This is an optimization exercise on Yosys and OpenROAD, whose aim is a short achievable clock period and few clock cycles per item, not a production implementation. Only simulation tests tie the RTL to the original design; equivalence was not proved. Power figures rest on the tool's default switching activity, not on a simulated workload.

--- flow/run.sh ---
#!/bin/bash
# synth_recipe.tcl (not shown) runs the flow's synth.tcl, then flattens the netlist and writes it again
# the make line also repeats each setting of config.mk as NAME=value (left out here)
make -C /OpenROAD-flow-scripts/flow DESIGN_CONFIG=/design/flow/config.mk WORK_HOME=/design/flow/orfs CLKGATE_MAP_FILE= SYNTH_SCRIPT=/design/flow/synth_recipe.tcl finish
--- flow/design.v ---
`timescale 1ns/100ps
`timescale 1ns/100ps
`timescale 1ns/100ps
`timescale 1ns/100ps
`timescale 1ns/100ps
`timescale 1ns/100ps
`timescale 1ns/100ps
`timescale 1ns/100ps
`timescale 1ns/100ps
module lc4_cpu (
   input  logic        gwe,
   input  logic        i_arst_n,
   input  logic [15:0] i_imem_insn,
   output logic [15:0] o_imem_addr,
   input  logic [15:0] i_dmem_data,
   output logic [15:0] o_dmem_addr,
   output logic        o_dmem_we,
   output logic [15:0] o_dmem_wdata,
   output logic        o_retire_valid,
   output logic [15:0] o_retire_pc,
   output logic [15:0] o_retire_insn,
   output logic        o_retire_we,
   output logic [2:0]  o_retire_wsel,
   output logic [15:0] o_retire_data
);
   localparam int NB = 8;    
   function automatic logic [2:0] flags_of(input logic [15:0] w);
      flags_of = {w[15], w == 16'h0000, !w[15] && w != 16'h0000};
   endfunction
   logic [15:0] pc_q;
   logic [15:0] regs [8];
   logic [2:0]  nzp_q;           
   logic        fx_valid;
   logic [15:0] fx_pc, fx_pc1, fx_insn, fx_imm;
   logic [15:0] fx_a, fx_b, fx_d;    
   logic        fx_we, fx_ld, fx_st, fx_br, fx_jmp, fx_jmpr;
   logic        fx_bimm;             
   logic        fx_sub;
   logic [4:0]  fx_op;               
   logic        fx_pass;             
   logic        fx_fxa, fx_fra, fx_fxb, fx_frb, fx_fxd, fx_frd;    
   logic        fx_stall;            
   logic        fx_pred;             
   logic [NB-1:0] fx_hit;
   logic        fx_ins_ok;           
   logic        xm_valid;
   logic [15:0] xm_pc, xm_insn, xm_alu, xm_sd;
   logic        xm_we, xm_ld, xm_st, xm_sfix;
   logic        r_valid;
   logic [15:0] r_pc, r_insn, r_data;
   logic        r_we;
   logic [NB-1:0] bt_v;
   logic [15:0]   bt_tag [NB];
   logic [15:0]   bt_tgt [NB];
   logic [15:0]   bt_ins [NB];
   logic [NB-1:0] bt_fifo;           
   logic          bu_v;
   logic [NB-1:0] bu_sel;
   logic          bu_new;
   logic [15:0]   bu_tag, bu_tgt, bu_ins;
   logic [15:0] insn;
   logic [3:0]  op;
   logic [2:0]  rs, rt, rd;
   logic        d_we, d_ld, d_st, d_br, d_jmp, d_jmpr, d_bimm, d_sub, d_pass;
   logic [4:0]  d_op;
   logic        d_ause, d_buse;      
   logic [15:0] d_imm;
   assign insn = i_imem_insn;
   assign op   = insn[15:12];
   assign rs   = insn[8:6];
   assign rt   = insn[2:0];
   assign rd   = insn[11:9];
   always_comb begin
      d_we = 1'b0; d_ld = 1'b0; d_st = 1'b0; d_br = 1'b0; d_jmp = 1'b0; d_jmpr = 1'b0;
      d_bimm = 1'b1; d_sub = 1'b0; d_pass = 1'b0; d_op = 5'b00001;
      d_ause = 1'b0; d_buse = 1'b0;
      d_imm = {{11{insn[4]}}, insn[4:0]};
      unique case (op)
         4'b0001: begin
            d_we   = insn[5] || !insn[3];
            d_ause = d_we;
            d_buse = d_we && !insn[5];
            d_bimm = insn[5];
            d_sub  = !insn[5] && insn[4];
         end
         4'b0101: begin
            d_we   = 1'b1;
            d_ause = 1'b1;
            d_bimm = insn[5];
            d_buse = !insn[5] && insn[4:3] != 2'b01;
            if (insn[5]) d_op = 5'b00010;
            else unique case (insn[4:3])
               2'b00:   d_op = 5'b00010;
               2'b01:   d_op = 5'b10000;
               2'b10:   d_op = 5'b00100;
               default: d_op = 5'b01000;
            endcase
         end
         4'b0110: begin
            d_we = 1'b1; d_ld = 1'b1; d_ause = 1'b1;
            d_imm = {{10{insn[5]}}, insn[5:0]};
         end
         4'b0111: begin
            d_st = 1'b1; d_ause = 1'b1;
            d_imm = {{10{insn[5]}}, insn[5:0]};
         end
         4'b1001: begin
            d_we = 1'b1; d_pass = 1'b1;
            d_imm = {{7{insn[8]}}, insn[8:0]};
         end
         4'b0000: begin
            d_br  = insn[11:9] != 3'b000;
            d_imm = {{7{insn[8]}}, insn[8:0]};
         end
         4'b1100: begin
            d_jmp  = insn[11];
            d_jmpr = !insn[11];
            d_ause = !insn[11];
            d_imm  = {{5{insn[10]}}, insn[10:0]};
         end
         default: ;
      endcase
   end
   logic [NB-1:0] hit;
   logic          hit_any;
   logic [15:0]   hit_tgt;
   logic          ins_ok;
   always_comb begin
      hit_tgt = '0;
      ins_ok  = 1'b1;
      for (int j = 0; j < NB; j++) begin
         hit[j] = bt_v[j] && bt_tag[j] == pc_q;
         hit_tgt = hit_tgt | ({16{hit[j]}} & bt_tgt[j]);
         if (hit[j] && bt_ins[j] != insn) ins_ok = 1'b0;
      end
      hit_any = |hit;
   end
   logic x_wr, m_wr;
   assign x_wr = fx_valid && fx_we;
   assign m_wr = xm_valid && xm_we;
   logic        stall, mispredict, taken, pred_ok, tgt_ok, cond;
   logic [15:0] a_fwd, b_fwd, d_fwd, opb, sum, alu, br_tgt, target, next_pc;
   logic [2:0]  nzp_eff;
   assign stall = fx_valid && fx_stall;
   assign a_fwd = fx_fxa ? xm_alu : fx_fra ? r_data : fx_a;
   assign b_fwd = fx_fxb ? xm_alu : fx_frb ? r_data : fx_b;
   assign d_fwd = fx_fxd ? xm_alu : fx_frd ? r_data : fx_d;
   assign opb = fx_bimm ? fx_imm : b_fwd;
   assign sum = a_fwd + (opb ^ {16{fx_sub}}) + {15'd0, fx_sub};
   always_comb begin
      alu = ({16{fx_op[0]}} & sum)
          | ({16{fx_op[1]}} & (a_fwd & opb))
          | ({16{fx_op[2]}} & (a_fwd | opb))
          | ({16{fx_op[3]}} & (a_fwd ^ opb))
          | ({16{fx_op[4]}} & ~a_fwd);
      if (fx_pass) alu = fx_imm;
   end
   assign nzp_eff = m_wr ? flags_of(xm_alu) : (r_valid && r_we) ? flags_of(r_data) : nzp_q;
   assign cond    = |(fx_insn[11:9] & nzp_eff);
   assign taken   = fx_jmp || fx_jmpr || (fx_br && cond);
   assign br_tgt  = fx_pc1 + fx_imm;
   assign target  = fx_jmpr ? a_fwd : br_tgt;
   assign tgt_ok  = fx_jmpr ? (a_fwd == pc_q) : fx_ins_ok;
   assign pred_ok = taken ? (fx_pred && tgt_ok) : !fx_pred;
   assign mispredict = fx_valid && !stall && !pred_ok;
   assign next_pc = taken ? target : fx_pc1;
   logic [15:0] res_m;
   assign res_m        = xm_ld ? i_dmem_data : xm_alu;
   assign o_dmem_addr  = xm_alu;
   assign o_dmem_we    = xm_valid && xm_st;
   assign o_dmem_wdata = xm_sfix ? r_data : xm_sd;
   assign o_imem_addr  = pc_q;
   assign o_retire_valid = r_valid;
   assign o_retire_pc    = r_pc;
   assign o_retire_insn  = r_insn;
   assign o_retire_we    = r_we;
   assign o_retire_wsel  = r_insn[11:9];
   assign o_retire_data  = r_data;
   always_ff @(posedge gwe or negedge i_arst_n) begin
      if (!i_arst_n) begin
         pc_q <= 16'h8200;
      end else if (mispredict) begin
         pc_q <= next_pc;
      end else if (!stall) begin
         pc_q <= hit_any ? hit_tgt : pc_q + 16'd1;
      end
   end
   always_ff @(posedge gwe or negedge i_arst_n) begin
      if (!i_arst_n) begin
         fx_valid <= 1'b0;
         fx_pc <= '0; fx_pc1 <= '0; fx_insn <= '0; fx_imm <= '0;
         fx_a <= '0; fx_b <= '0; fx_d <= '0;
         fx_we <= 1'b0; fx_ld <= 1'b0; fx_st <= 1'b0; fx_br <= 1'b0; fx_jmp <= 1'b0;
         fx_jmpr <= 1'b0; fx_bimm <= 1'b0; fx_sub <= 1'b0; fx_op <= '0; fx_pass <= 1'b0;
         fx_fxa <= 1'b0; fx_fra <= 1'b0; fx_fxb <= 1'b0; fx_frb <= 1'b0;
         fx_fxd <= 1'b0; fx_frd <= 1'b0;
         fx_stall <= 1'b0; fx_pred <= 1'b0; fx_hit <= '0; fx_ins_ok <= 1'b0;
      end else if (stall) begin
         fx_a <= a_fwd; fx_b <= b_fwd; fx_d <= d_fwd;
         fx_fra <= fx_fxa; fx_frb <= fx_fxb; fx_frd <= fx_fxd;
         fx_fxa <= 1'b0; fx_fxb <= 1'b0; fx_fxd <= 1'b0;
         fx_stall <= 1'b0;
      end else begin
         fx_valid <= !mispredict;
         fx_pc    <= pc_q;
         fx_pc1   <= pc_q + 16'd1;
         fx_insn  <= insn;
         fx_imm   <= d_imm;
         fx_a     <= regs[rs];
         fx_b     <= regs[rt];
         fx_d     <= regs[rd];
         fx_we <= d_we; fx_ld <= d_ld; fx_st <= d_st; fx_br <= d_br; fx_jmp <= d_jmp;
         fx_jmpr <= d_jmpr; fx_bimm <= d_bimm; fx_sub <= d_sub; fx_op <= d_op;
         fx_pass <= d_pass;
         fx_fxa <= x_wr && rs == fx_insn[11:9];
         fx_fra <= m_wr && rs == xm_insn[11:9];
         fx_fxb <= x_wr && rt == fx_insn[11:9];
         fx_frb <= m_wr && rt == xm_insn[11:9];
         fx_fxd <= x_wr && rd == fx_insn[11:9];
         fx_frd <= m_wr && rd == xm_insn[11:9];
         fx_stall <= x_wr && fx_ld &&
                     ((d_ause && rs == fx_insn[11:9]) || (d_buse && rt == fx_insn[11:9]) || d_br);
         fx_pred   <= hit_any;
         fx_hit    <= hit;
         fx_ins_ok <= ins_ok;
      end
   end
   always_ff @(posedge gwe or negedge i_arst_n) begin
      if (!i_arst_n) begin
         xm_valid <= 1'b0;
         xm_pc <= '0; xm_insn <= '0; xm_alu <= '0; xm_sd <= '0;
         xm_we <= 1'b0; xm_ld <= 1'b0; xm_st <= 1'b0; xm_sfix <= 1'b0;
      end else begin
         xm_valid <= fx_valid && !stall;
         xm_pc    <= fx_pc;
         xm_insn  <= fx_insn;
         xm_alu   <= alu;
         xm_sd    <= d_fwd;
         xm_we    <= fx_we;
         xm_ld    <= fx_ld;
         xm_st    <= fx_st;
         xm_sfix  <= fx_fxd && xm_ld;    
      end
   end
   always_ff @(posedge gwe or negedge i_arst_n) begin
      if (!i_arst_n) begin
         for (int i = 0; i < 8; i++) regs[i] <= '0;
         nzp_q   <= 3'b010;
         r_valid <= 1'b0;
         r_pc <= '0; r_insn <= '0; r_data <= '0; r_we <= 1'b0;
      end else begin
         if (m_wr) regs[xm_insn[11:9]] <= res_m;
         if (r_valid && r_we) nzp_q <= flags_of(r_data);
         r_valid <= xm_valid;
         r_pc    <= xm_pc;
         r_insn  <= xm_insn;
         r_we    <= m_wr;
         r_data  <= m_wr ? res_m : 16'h0000;
      end
   end
   always_ff @(posedge gwe or negedge i_arst_n) begin
      if (!i_arst_n) begin
         bt_v    <= '0;
         bt_fifo <= {{(NB-1){1'b0}}, 1'b1};
         for (int j = 0; j < NB; j++) begin
            bt_tag[j] <= '0; bt_tgt[j] <= '0; bt_ins[j] <= '0;
         end
         bu_v <= 1'b0; bu_sel <= '0; bu_new <= 1'b0;
         bu_tag <= '0; bu_tgt <= '0; bu_ins <= '0;
      end else begin
         bu_v   <= fx_valid && !stall && taken;
         bu_sel <= fx_pred ? fx_hit : bt_fifo;
         bu_new <= !fx_pred;
         bu_tag <= fx_pc;
         bu_tgt <= target;
         bu_ins <= fx_insn;
         if (bu_v) begin
            for (int j = 0; j < NB; j++) begin
               if (bu_sel[j]) begin
                  bt_v[j]   <= 1'b1;
                  bt_tag[j] <= bu_tag;
                  bt_tgt[j] <= bu_tgt;
                  bt_ins[j] <= bu_ins;
               end
            end
            if (bu_new) bt_fifo <= {bt_fifo[NB-2:0], bt_fifo[NB-1]};
         end
      end
   end
endmodule
--- flow/config.mk ---
export PLATFORM = sky130hd
export DESIGN_NAME = lc4_cpu
export DESIGN_NICKNAME = lc4_cpu
export VERILOG_FILES = /design/flow/design.v
export SDC_FILE = /design/flow/constraint.sdc
export NUM_CORES = 4
export LEC_CHECK = 0
export ABC_CLOCK_PERIOD_IN_PS = 2000
export CAP_MARGIN = 20
export CORE_MARGIN = 2
export CORE_UTILIZATION = 40
export PLACE_DENSITY = 0.6
export SETUP_SLACK_MARGIN = 3.0
export SLEW_MARGIN = 20
--- flow/constraint.sdc ---
create_clock -name core_clock -period 5.2 [get_ports {gwe}]
set_input_delay 1.0400 -clock core_clock [delete_from_list [all_inputs] [get_ports {gwe}]]
set_output_delay 1.0400 -clock core_clock [all_outputs]
set_load 0.01 [all_outputs]
==> flow_metrics.py <==
metrics = {
    "route": {
        "antenna_left": 0,
        "wire_per_inst_um": 25.7,
        "routed-via-count": 32165,
        "drt_iter0_markers": 3266,
        "dr.pass1.iters": 5,
        "drc_errors": 0,
        "viasPerCell": 5.78,
        "wl_um": 143000,
    },
    "power_and_ir_drop": {
        "vdd_drop_max_uv": 282,
        "p_sw_share_pct": 36.3,
        "internal_power_mw": 15.2,
        "combinationalPowerShare_pct": 33.9,
        "pwr-share-seq_pct": 37.6,
        "p_per_area_mw_per_mm2": 456,
        "leakagePower_nw": 23.9,
        "p_switching_mw": 8.64,
        "p_clk_share_pct": 28.5,
    },
    "synth": {
        "syn_area_mm2": 0.0411,
        "yosysWarnings": 5,
        "ys_seq_area_share_pct": 50.3,
        "synthCells": 3772,
        "synth_area_per_cell_um2": 10.9,
        "ys.flop_type": "dfrtp_1",
        "async_reset_ff_share_pct": 100,
        "syn-num-nets": 3873,
        "netlist-cell-type-count": 74,
        "synth-seq-cells": 826,
        "synth_edf_count": 0,
    },
    "critical_path": {
        "setup.worst_path.start_class": "register",
        "cp.required_ns": 5.77,
        "worst-path-max-fanout": 3,
        "rr_worst_depth": 17,
        "critPathArrivalTime_ns": 4.01,
        "endpoint_kind": "register",
        "crit_type": "register to register",
    },
    "cells_and_area": {
        "fin_cells": 5564,
        "syn_to_final_growth_pct": 26.7,
        "fillers": 9013,
        "seqCellArea_mm2": 0.0208,
        "drive_above_1_share_pct": 35.0,
        "multi_input_area_mm2": 0.0209,
        "nets": 4216,
    },
    "placement": {
        "hpwl_um": 90000,
        "dp.cells": 5103,
        "gp_congestion": 0.904,
        "portBuffers": 135,
    },
    "timing": {
        "maxSlewHeadroom_pct": 25.9,
        "rsz0062_at_grt": "yes",
        "setup_viol": 0,
        "max_slew.worst_pin.slew_ns": 1.08,
        "hold_viol": 0,
        "fin_setup_tns_ns": 0,
        "fin_crit_ns": 3.44,
        "finalCritPeriodShare_pct": 66.2,
        "final_max_slew_viol_count": 0,
        "finClkSkew_ns": 0.0283,
        "fmax_ghz": 0.291,
    },
    "clock_network": {
        "htree_num_levels": 3,
        "clk_pin_slew_ns": 0.06,
        "cts_sinks": 826,
        "clock_latency_ns": 0.68,
        "cts_tree": "built",
        "cts_root_buf": "clkbuf_16",
        "numCtsBuffers": 91,
        "cts_max_path_buffers": 3,
    },
    "die": {
        "start_util_pct": 40.4,
        "fp.dieH_um": 325,
        "die_area_mm2": 0.105,
        "core_mm2": 0.102,
        "boundaryPins": 136,
        "dieWidth_um": 325,
        "fp-row-count": 117,
    },
    "global_route": {
        "antenna_found_initial": 6,
        "grt_max_degree": 122,
        "grt_pass1_vias": 31997,
        "overflow": 0,
        "grt_use_total_pct": 26.6,
        "grt_pass1_wl_um": 213000,
    },
    "min_path": {
        "hold_path_class": "register to register",
        "min_path_cells": 0,
    },
    "run": {
        "maxCapViolations": 0,
    },
    "status": {
        "status": "complete, no violations",
    },
}
[cell type report]
type                    instances  area share, %
clock buffers                 138           5.19
clock inverters                34          0.835
flip-flops and latches        826           39.9
diodes                          2        0.00960
well taps                    1368           3.28
inverters                      88          0.687
multi-input cells            2597           40.0
repair buffers                508           10.0
repair inverters                3         0.0720
[per-stage QoR]
| stage | worst slack, ns | instance area [µm²] | power (mW) | hold WS [ns] | util [%] |
|---|---|---|---|---|---|
| 2_1_floorplan | 1.99 | 42000 | 12.1 | 0.352 | - |
| 6_report | 1.76 | 52100 | 23.8 | 0.367 | 51.2 |
| 3_3_place_gp | 1.25 | 44300 | 14.9 | 0.357 | 43.5 |
| 4_1_cts | 1.92 | 51000 | 23.3 | 0.372 | 50.0 |
| 5_1_grt | 1.61 | 52100 | 24.7 | 0.380 | 51.2 |
| 3_5_place_dp | 1.18 | 44300 | 15.0 | 0.359 | 43.5 |
[kinds of logic after synthesis]
logic type	synth area share [%]
AOI/OAI and AO/OA	11.9
xor gates and xnor gates	7.24
adders and majority gates	2.07
buffers and inverters	3.34
DFF	50.3
muxes	15.9
and+or+nand+nor	9.34
[per-layer routing]
layer	vias to the layer above	wire [µm]	GRT usage, %
met3	319	10100	4.78
met1	16456	59900	35.7
li1	14075	-	-
met2	1311	67200	42.6
met5	-	30	0
met4	4	6080	10.6
[cells in the final DEF, fill, tap and decap left out, types with 22 or more instances in the layout]
cell type,Yosys,final
buf_6,1,169
nor4_2,9,27
nor4_4,0,23
buf_2,23,38
buf_12,0,36
nor2_1,246,225
clkbuf_16,0,93
buf_4,6,210
nand2_1,327,302
ha_1,65,52
mux2i_1,120,106
a221oi_1,38,24
inv_1,86,79
mux2_2,436,429
a21oi_2,0,30
xnor2_1,122,114
o21ai_1,1,41
o211ai_1,55,55
nand4_1,23,23
dfrtp_1,822,759
dfrtp_2,0,54
o21ai_0,208,153
xor2_1,218,206
nand3_1,41,36
a22oi_1,51,51
nand2b_1,24,22
a22o_1,27,27
clkbuf_8,0,25
nor4_1,75,34
a21oi_1,250,218
clkbuf_1,191,22
[power by group through the flow]
stage | logic (mW) | clock network, mW | registers (mW)
2_1_floorplan | 3.70 | 0 | 8.45
3_3_place_gp | 5.62 | 0 | 9.32
3_5_place_dp | 5.66 | 0 | 9.33
4_1_cts | 7.49 | 6.87 | 8.90
5_1_grt | 8.54 | 7.14 | 9.07
6_report | 8.06 | 6.78 | 8.95
[worst max-delay path, stage by stage (launching register included)]
cell      delay, ns
dfrtp_2        0.43
buf_6          0.14
mux2i_1        0.18
nor2_2         0.06
a21oi_2        0.15
nor2_2         0.07
a21oi_2        0.18
xnor2_2        0.10
ha_1           0.35
nand2_2        0.08
o211ai_1       0.26
nor3_1         0.10
or2_4          0.25
o31ai_4        0.18
and2_4         0.20
nor4_4         0.04
or4b_4         0.50
o211ai_1       0.09
[repair_timing]
item,4_1_cts,5_1_grt
pin swaps,104,73
hold buffers,0,0
setup buffers,225,49
cloned,10,3
resized for setup,919,183
setup endpoints to repair,446,259
[path summary, 6_finish.rpt]
path	start	end	slack (ns)
max	fx_frb$_DFF_PN0_	xm_alu[15]$_DFF_PN0_	1.76
min	fx_pc[5]$_DFFE_PN0N_	bu_tag[5]$_DFF_PN0_	0.37
max reg2reg	fx_frb$_DFF_PN0_	xm_alu[15]$_DFF_PN0_	1.76
min reg2reg	fx_pc[5]$_DFFE_PN0N_	bu_tag[5]$_DFF_PN0_	0.37
max in group asynchronous	i_arst_n	r_insn[12]$_DFF_PN0_	3.58
min in group asynchronous	i_arst_n	bt_tag[1][12]$_DFFE_PN0P_	0.39
[state kept, by name (all words and copies together) (netlist names), 6 cells and up]
| signal | cells |
|---|---|
| bu_tag | 16 |
| r_data | 16 |
| fx_b | 16 |
| fx_insn | 16 |
| fx_a | 16 |
| bt_v | 8 |
| xm_insn | 16 |
| pc_q | 16 |
| bt_fifo | 8 |
| xm_alu | 16 |
| fx_pc1 | 16 |
| bu_sel | 8 |
| r_pc | 16 |
| bt_tag | 128 |
| fx_pc | 16 |
| bt_tgt | 128 |
| fx_d | 16 |
| bu_tgt | 16 |
| regs | 128 |
| r_insn | 16 |
| bt_ins | 128 |
| xm_sd | 16 |
| fx_hit | 8 |
| fx_imm | 6 |
[synth_stat cells (10+ instances only)]
library cell	n	area, µm²
a21oi_1	250	1250
nand4_1	23	144
ha_1	65	813
o21ai_0	208	1040
a221oi_1	38	333
o21a_1	26	195
a22o_1	27	236
a211oi_1	21	158
dfrtp_1	822	20600
xnor2_1	122	1070
inv_1	86	323
nor2_1	246	923
mux2_2	436	4910
clkbuf_1	191	717
and2_1	10	62.6
nand2_1	327	1230
nor4_1	75	469
nand3_1	41	205
o211ai_1	55	413
mux4_2	19	428
a22oi_1	51	383
buf_2	23	115
nor3_1	16	80.1
o22ai_1	13	81.3
xor2_1	218	1910
nand2b_1	24	150
buf_1	41	154
mux2i_1	120	1200
nor2b_1	25	156
Testbench counts, summed over its fixed seeds: cycles 4,170, instrs 3,763.

## afterwards: timing with drivers on the ports
In the flow no input, the clock included, has a driving cell. The finished layout below was timed again as built, in two steps. Step 1 (the two cells are an assumption about what drives the block):
set clk [get_ports {gwe}]
set_driving_cell -lib_cell sky130_fd_sc_hd__clkbuf_16 $clk
set_driving_cell -lib_cell sky130_fd_sc_hd__buf_2 [delete_from_list [all_inputs] $clk]
Step 2, shift: input delay + t, output delay - t, t = (earliest + latest rising clock arrival at the registers) / 2. This alone moves slack from input paths to output paths. a / b / c = ideal / step 1 / step 2; a / b = the first two.
t, ns: 0.739
slack for setup (ns): 1.759 / 1.759 / 1.759
worst setup path after step 2: register to register
clock arrival spread, ns: 0.034 / 0.034
worst slew at a driven data input, ns: 0.08
After both steps this run still meets setup and hold. For this run, drivers alone change the setup slack by 0.000 ns; drivers and shift together by 0.000 ns.
